Background: an optimization exercise with open tools, aiming at small area and a short achievable clock period. Do not read the settings as production practice.
In this exercise RTL edits were held to simulation tests only and were not proved equivalent to the original.
Power is estimated from default activity; no workload was simulated.

File: design/flow/standard.sh
#!/bin/bash
# synth_recipe.tcl (not shown) runs the flow's synth.tcl, then flattens the netlist and writes it again
# the make line also repeats each setting of config.mk as NAME=value (left out here)
make -C /OpenROAD-flow-scripts/flow DESIGN_CONFIG=/design/flow/config.mk WORK_HOME=/design/flow/orfs CLKGATE_MAP_FILE= SYNTH_SCRIPT=/design/flow/synth_recipe.tcl "${@:-finish}"
File: design/flow/design.v
`default_nettype none
package link_pkg;
    localparam int word_width      = 64;
    localparam int lane_width      = 16;
    localparam int lane_count      = 4;
    localparam int lane_idx_width  = $clog2(lane_count) + 1;
    localparam int fifo_depth_log2 = 4;
    localparam int length_width    = 32;
    localparam logic [2:0] kind_tik = 3'd3;
    typedef enum logic [2:0] {
        send_idle  = 3'd0,
        send_data  = 3'd1,
        ready_wait = 3'd2,
        tik_wait   = 3'd3,
        tik_end    = 3'd4
    } send_state_e;
    typedef union packed {
        logic [lane_count-1:0][lane_width-1:0] lanes;
        struct packed {
            logic [4:0]              rsvd_hi;
            logic [2:0]              kind;
            logic [22:0]             rsvd_lo;
            logic                    end_flag;
            logic [length_width-1:0] length;
        } cmd;
    } link_word_u;
endpackage
`default_nettype wire
`default_nettype none
module chip_link_tx
(
    input  wire                   clk,
    input  wire                   rst_n,
    input  wire [link_pkg::word_width-1:0]  s_tdata,
    input  wire                   s_tvalid,
    output logic                  s_tready,
    output logic                  tik,
    output logic [link_pkg::lane_width-1:0] lane_data,
    output logic                  lane_valid,
    output logic                  lane_par,
    input  wire                   link_ready,
    input  wire                   link_err
);
    localparam int RN = 15;    
    logic [63:0]   mem [0:RN-1];
    logic [RN-1:0] woh;         
    logic [RN-1:0] rsel;        
    logic [3:0]    rcount;      
    logic          rnempty;     
    logic          full;        
    logic          full_o;      
    logic [63:0]   head;
    logic          hv;          
    logic [63:0]   hold;
    logic [3:0]    zg;          
    logic          p_lane;      
    logic          st_act, st_data, st_rwait, st_cmd, st_twait;
    logic          lv_o;        
    logic [2:0]    lane_cnt;
    logic          tik_flag, end_flag;
    logic          tik_o;       
    logic          par_o;
    logic          ready_d, ready_2d, err_d, err_2d;
    logic          ld_q;        
    logic          adv_q;       
    logic          kp_hi_q;     
    logic          kp_md_q;     
    logic          kp_lo_q;     
    logic st_idle, wr, take_head, pop, push;
    logic ready_high, ready_low, err_low;
    logic last_lane, busy, done, head_cmd;
    assign st_idle    = !st_act;
    assign ready_high = ready_d & ready_2d;
    assign ready_low  = !ready_d & !ready_2d;
    assign err_low    = !err_d & !err_2d;
    assign wr         = s_tvalid & !full;
    assign take_head  = st_idle | !hv;           
    assign pop        = take_head & rnempty;
    assign push       = wr & !(take_head & !rnempty);
    assign head_cmd   = (head[58:56] == link_pkg::kind_tik);
    assign last_lane  = lane_cnt[2];
    assign busy       = tik_flag | end_flag;
    assign done       = &zg;
    logic [RN-1:0] hsel;
    logic          hsel_in, hkeep;
    assign hsel    = rsel & {RN{take_head}};
    assign hsel_in = take_head & !rnempty;
    assign hkeep   = !take_head;
    logic [63:0] head_nx;
    always_comb begin
        head_nx = (s_tdata & {64{hsel_in}}) | (head & {64{hkeep}});
        for (int i = 0; i < RN; i++) head_nx = head_nx | (mem[i] & {64{hsel[i]}});
    end
    always_ff @(posedge clk or negedge rst_n) begin
        if (!rst_n) begin
            woh     <= RN'(1);
            rsel    <= '0;
            rcount  <= '0;
            rnempty <= 1'b0;
            full    <= 1'b0;
            full_o  <= 1'b0;
            hv      <= 1'b0;
        end else begin
            if (push) woh <= {woh[RN-2:0], woh[RN-1]};
            if (pop) begin
                if (rcount == 4'd1 && !push) begin
                    rsel   <= '0;
                end else begin
                    rsel   <= {rsel[RN-2:0], rsel[RN-1]};
                end
            end else if (push && !rnempty) begin
                rsel   <= woh;
            end
            if (push && !pop) begin
                rcount  <= rcount + 4'd1;
                rnempty <= 1'b1;
                full    <= (rcount == 4'd14);
            end else if (pop && !push) begin
                rcount  <= rcount - 4'd1;
                rnempty <= (rcount != 4'd1);
                full    <= 1'b0;
            end
            full_o <= ((rcount == 4'd14) & push & !pop) | ((rcount == 4'd15) & !(pop & !push));
            if (take_head) hv <= rnempty | wr;
        end
    end
    always_ff @(posedge clk) begin
        for (int i = 0; i < RN; i++) if (s_tvalid && !full && woh[i]) mem[i] <= s_tdata;
    end
    always_ff @(posedge clk) begin
        head <= head_nx;
    end
    always_ff @(posedge clk or negedge rst_n) begin
        if (!rst_n) begin
            ready_d  <= 1'b0;
            ready_2d <= 1'b0;
            err_d    <= 1'b0;
            err_2d   <= 1'b0;
        end else begin
            ready_d  <= link_ready;
            ready_2d <= ready_d;
            err_d    <= link_err;
            err_2d   <= err_d;
        end
    end
    logic n_idle, n_data, n_rwait, n_cmd, n_twait, n_adv;
    always_comb begin
        n_idle  = (st_idle & !hv) | (st_rwait & ready_low & last_lane) | (st_twait & !busy);
        n_data  = (st_idle & hv & !head_cmd) | (st_data & !ready_high) |
                  (st_rwait & ready_low & !last_lane);
        n_rwait = (st_data & ready_high) | (st_rwait & !ready_low);
        n_cmd   = st_idle & hv & head_cmd;
        n_twait = st_cmd | (st_twait & busy);
        n_adv   = n_data & link_ready & ready_d & !link_err & !err_d;
    end
    always_ff @(posedge clk or negedge rst_n) begin
        if (!rst_n) begin
            st_act   <= 1'b0;
            st_data  <= 1'b0;
            st_rwait <= 1'b0;
            st_cmd   <= 1'b0;
            st_twait <= 1'b0;
            lv_o     <= 1'b0;
            ld_q     <= 1'b0;
            adv_q    <= 1'b0;
            kp_hi_q  <= 1'b0;
            kp_md_q  <= 1'b0;
            kp_lo_q  <= 1'b0;
        end else begin
            st_act   <= !n_idle;
            st_data  <= n_data;
            st_rwait <= n_rwait;
            st_cmd   <= n_cmd;
            st_twait <= n_twait;
            lv_o     <= (st_idle & hv & !head_cmd) | (lv_o & !ready_high) |
                        (st_rwait & ready_low & !last_lane);
            ld_q     <= n_idle;
            adv_q    <= n_adv;
            kp_hi_q  <= !(n_idle | n_adv);
            kp_md_q  <= !(n_idle | n_adv | n_twait);
            kp_lo_q  <= !(n_idle | n_twait);
        end
    end
    always_ff @(posedge clk or negedge rst_n) begin
        if (!rst_n) begin
            lane_cnt <= '0;
        end else if (st_rwait && ready_low && last_lane) begin
            lane_cnt <= '0;
        end else if (adv_q) begin
            lane_cnt <= lane_cnt + 3'd1;
        end
    end
    logic [31:0] hold_dec;
    logic [3:0]  bin;
    logic [3:0]  zg_dec;
    logic [3:0]  zg_head;
    assign bin = {zg[2] & zg[1] & zg[0], zg[1] & zg[0], zg[0], 1'b1};
    always_comb begin
        for (int k = 0; k < 4; k++) begin
            hold_dec[8*k +: 8] = bin[k] ? hold[8*k +: 8] - 8'd1 : hold[8*k +: 8];
            zg_dec[k]          = bin[k] ? (hold[8*k +: 8] == 8'd1) : zg[k];
            zg_head[k]         = (head[8*k +: 8] == 8'd0);
        end
    end
    logic        p_lane_nx;
    logic [63:0] hold_nx;
    logic [3:0]  zg_nx;
    always_comb begin
        hold_nx[63:32] = (head[63:32] & {32{ld_q}}) | (hold[47:16] & {32{adv_q}}) |
                         (hold[63:32] & {32{kp_hi_q}});
        hold_nx[31:16] = (head[31:16] & {16{ld_q}}) | (hold[15:0] & {16{adv_q}}) |
                         (hold_dec[31:16] & {16{st_twait}}) | (hold[31:16] & {16{kp_md_q}});
        hold_nx[15:0]  = (head[15:0] & {16{ld_q}}) | (hold_dec[15:0] & {16{st_twait}}) |
                         (hold[15:0] & {16{kp_lo_q}});
        zg_nx          = (zg_head & {4{ld_q}}) | (zg_dec & {4{st_twait}}) | (zg & {4{kp_lo_q}});
        p_lane_nx      = (ld_q & ^head[63:48]) | (adv_q & ^hold[47:32]) | (kp_hi_q & p_lane);
    end
    always_ff @(posedge clk) begin
        hold   <= hold_nx;
        zg     <= zg_nx;
        p_lane <= p_lane_nx;
    end
    always_ff @(posedge clk or negedge rst_n) begin
        if (!rst_n) begin
            par_o <= 1'b0;
        end else begin
            par_o <= n_data & p_lane_nx;
        end
    end
    always_ff @(posedge clk or negedge rst_n) begin
        if (!rst_n) begin
            tik_flag <= 1'b0;
            end_flag <= 1'b0;
            tik_o    <= 1'b0;
        end else begin
            if (st_cmd) begin
                tik_flag <= !hold[32];
                end_flag <= hold[32];
            end else if (done) begin
                tik_flag <= 1'b0;
                end_flag <= 1'b0;
            end
            tik_o <= (st_cmd & !hold[32]) | (tik_o & !done);
        end
    end
    assign s_tready   = !full_o;
    assign tik        = tik_o;
    assign lane_valid = lv_o;
    assign lane_data  = hold[63:48];
    assign lane_par   = par_o;
endmodule
`default_nettype wire
File: design/flow/config.mk
export PLATFORM = sky130hd
export DESIGN_NAME = chip_link_tx
export DESIGN_NICKNAME = chip_link_tx
export VERILOG_FILES = /design/flow/design.v
export SDC_FILE = /design/flow/constraint.sdc
export NUM_CORES = 4
export LEC_CHECK = 0
export CAP_MARGIN = 20
export CORE_MARGIN = 2
export CORE_UTILIZATION = 55
export CTS_CLUSTER_DIAMETER = 60
export CTS_CLUSTER_SIZE = 32
export SETUP_SLACK_MARGIN = 2.5
export SLEW_MARGIN = 20
export TNS_END_PERCENT = 5
File: design/flow/constraint.sdc
create_clock -name core_clock -period 4.5 [get_ports {clk}]
set_input_delay 0.9000 -clock core_clock [delete_from_list [all_inputs] [get_ports {clk}]]
set_output_delay 0.9000 -clock core_clock [all_outputs]
set_load 0.01 [all_outputs]
File: design/flow/flow/run.sh
#!/bin/bash
# The standard layout, with plain buffers (buf_2) on the ports instead of the
# buffer that buffer_ports picks by itself (a delay cell).
set -euo pipefail
bash standard.sh BUFFER_PORTS_ARGS="-buffer_cell sky130_fd_sc_hd__buf_2" finish > orfs_flow.log 2>&1
==> results.txt <==
[cell type report]
type	instances	share of cell area
antenna	8	0.000420
timing repair buffer	198	0.0359
multi-input combinational	1126	0.183
sequential	1152	0.693
timing repair inverter	1	0.000105
clock buffer	80	0.0409
inverter	57	0.00483
tap	1030	0.0271
clock inverter	61	0.0148
[registers in the layout, summed over array words and instances (netlist names), 3 cells and up]
name / flops
woh: 15
rsel: 15
head: 64
rcount: 4
zg: 4
hold: 64
mem: 960
lane_cnt: 3
[final timing paths]
check | endpoint | slack [ns] | startpoint
max reg2reg | mem[13][31] | 2.29 | full
min | full_o | 0.26 | rst_n
min reg2reg | adv_q | 0.46 | err_d
max in group asynchronous | rsel[1] | 3.34 | rst_n
min in group core_clock | ready_d | 0.40 | link_ready
max | mem[13][31] | 2.29 | full
[cells by family (layout without fill, tap and decap cells)]
kind of cell / Yosys count / count (layout) / share of synthesized area
compound gates: 734 / 734 / 0.143
simple gates: 286 / 306 / 0.0347
xor+xnor: 52 / 52 / 0.0107
mux: 18 / 18 / 0.00469
flops: 1152 / 1152 / 0.778
other cells: 0 / 8 / 0
fa+ha+maj: 16 / 16 / 0.00472
buf+inv: 238 / 397 / 0.0246
[through the flow]
step / utilization / setup WS [ns] / hold slack (ns)
finish: 0.626 / 2.29 / 0.258
CTS: 0.619 / 2.29 / 0.258
global placement: 0.577 / 1.33 / 0.434
floorplan: - / 2.25 / 0.413
detailed placement: 0.577 / 1.35 / 0.442
global route: 0.626 / 2.30 / 0.296
[Yosys cell counts, types with 2 or more instances]
master,n
a22oi_1,150
a222oi_1,51
o211ai_1,5
a31oi_1,2
edfxtp_1,960
nor4_1,6
mux2i_1,3
buf_2,59
o21bai_1,2
a22o_1,193
a41oi_1,64
nand2_1,41
a221oi_1,192
o21ai_1,2
inv_1,57
or3_1,4
nor4_2,3
xnor2_1,38
dfxtp_1,133
mux2_2,15
nor4b_1,4
nor2_1,108
nand3b_1,2
clkbuf_1,70
nor2b_1,3
ha_1,16
o21ai_0,30
buf_4,20
a21o_1,5
nor3b_1,3
and2_1,16
nor3_1,7
and3_1,64
a21oi_1,31
a32oi_1,4
nand4_1,3
xor2_1,14
or4_1,4
dfrtp_1,58
nand2b_1,4
nand3_1,6
buf_1,32
[per-layer routing]
metal | GRT usage | routed length [um]
met1 | 0.480 | 53700
met2 | 0.517 | 63000
met3 | 0.0650 | 16100
met4 | 0.130 | 6420
met5 | 0 | 23
[timing repair]
item / in CTS / in global routing
endpoints found under the setup margin: 896 / 616
resized for setup: 17 / 12
pin swaps: 14 / 1
setup buffers: 21 / 42
cloned: 17 / 4
[cell usage in the layout, fill, tap and decap left out, types with 17 or more instances in the layout]
cell       Yosys  final
xnor2_1       38     38
o21ai_0       30     30
buf_2         59     88
edfxtp_1     960    960
a22o_1       193    193
buf_12         0     30
dfxtp_1      133    133
inv_6          0     17
nor2_1       108    107
a22oi_1      150    150
nand2_1       41     38
buf_4         20     68
a21oi_1       31     30
dfrtp_1       58     37
a41oi_1       64     64
a222oi_1      51     51
clkbuf_16      0     76
and3_1        64     64
inv_1         57     54
a221oi_1     192    186
[critical path: stages (launching register included)]
cell and delay [ns]:
dfrtp_1 0.52, nor2b_4 0.19, buf_12 0.21, and2_2 0.89
[power by group]
part | leakage (nW) | switching (mW) | internal [mW]
sequential | 10.4 | 1.25 | 11.9
clock | 1.29 | 3.99 | 3.60
combinational | 4.44 | 3.97 | 2.37
==> impl_metrics.yaml <==
layout:
  stdcell_count: 3713
  postLayoutCellArea_sq_um: 47600
  seq_area_sq_um: 33000
  nNetsFinal: 2697
  multiInputGateArea_sq_um: 8700
  n_fill_cell: 5524
  layout-drive-gt1-share: 0.163
  area_growth_syn_to_layout_pct: 12.4
routing:
  dr.pass1.iters: 10
  avgViaCountPerCell: 7.04
  wl_per_cell_um: 37.5
  postRouteAntennaNets: 0
  drt-total-wl_mm: 139
  drt-initial-drc-count: 4303
  drc_errors: 0
  vias: 26100
yosys:
  syn_avg_cell_area_sq_um: 17.0
  synth_flop_cell: "edfxtp_1"
  ys_ff_latch: 1152
  synth_top_area_frac: 0.680
  yosys.area.top_type: "edfxtp_1"
  synth-seq-area-share: 0.778
  synth.area.top_cells: "edfxtp_1, dfxtp_1, a22o_1"
  synth_edf_count: 960
  async_flop_share: 0.0512
  synthDistinctLibCells: 54
  synth_fp_nets: 2581
  netlist_area_sq_um: 42400
  syn-instance-count: 2496
  ys_warn_count: 2
power_and_ir_drop:
  power_mw: 27.1
  p_leak_nw: 16.2
  ir_drop_uv: 567
  power_density_nw_per_um2: 569
global_route:
  gr-total-overflow: 0
  grt_pass1_wl_mm: 186
  grt_start_max_net_pins: 85
  grt_pass1_vias: 24400
  grt_antenna_before_repair: 12
  grt_usage: 0.337
hold_path:
  hold_class: "in2async"
floorplan:
  start_util: 0.557
  die-area_sq_um: 79300
  io_pins: 89
  coreArea_sq_um: 76100
  fp.dieH_um: 282
  fp.dieW_um: 282
  rows: 101
placed_design:
  place_inst: 3480
  port_buffers: 88
  place.gp.congestion: 0.844
  place_hpwl_mm: 67.2
  place_area_sq_um: 43900
cts:
  cts_made_buffers: 76
  cts_sinks: 1152
  clkSlewWorstSetupHoldPaths_ns: 0.09
  clockBufferDepth: 3
  insertion_delay_ns: 0.66
  cts_tree: "done"
  cts_root_buf: "clkbuf_16"
  ctsHoldBuffers: 0
  htree_levels: 3
worst_setup_path:
  arrival_ns: 2.48
  critical_path_class: "reg2reg"
  end_kind: "flop"
  worst-path-max-fanout: 22
  required_ns: 4.77
  startpoint_type: "flop"
  rr_worst_depth: 3
run_status:
  status: "timing/DRC/antenna clean"
sta:
  period_needed_ns: 2.21
  clock_skew_ns: 0.0378
  setup_tns_ns: 0
  worst_pin_slew_ns: 1.05
  fmax_mhz: 453
  rsz0062_at_grt: "yes"
  setup_viol: 0
  final_hold_viol_count: 0
  maxSlewViolCount: 0
  slew_headroom: 0.299
  min_period_over_period: 0.490
run:
  drv_cap: 0

[separate check: timing with driven ports]
In the flow no input, the clock included, has a driving cell. The finished layout below was timed again as built, in two steps.
Step 1: set_driving_cell puts a clkbuf_16 on clk and a buf_2 on each other input, an assumption about the parent block.
Step 2 times the ports against the registers' clock, not the clock port: input delays grow and output delays shrink by t, the midpoint of the rising clock arrivals with the driver on.
Three values: ideal, step 1, step 2; two values: the first two.
t, ns: 0.708
setup WS [ns]: 2.293 / 2.293 / 1.734
pins driven straight from the clock port: 1
After both steps this run still meets setup and hold. The setup slack of this run moves by 0.000 ns with the drivers and by -0.559 ns with both steps.
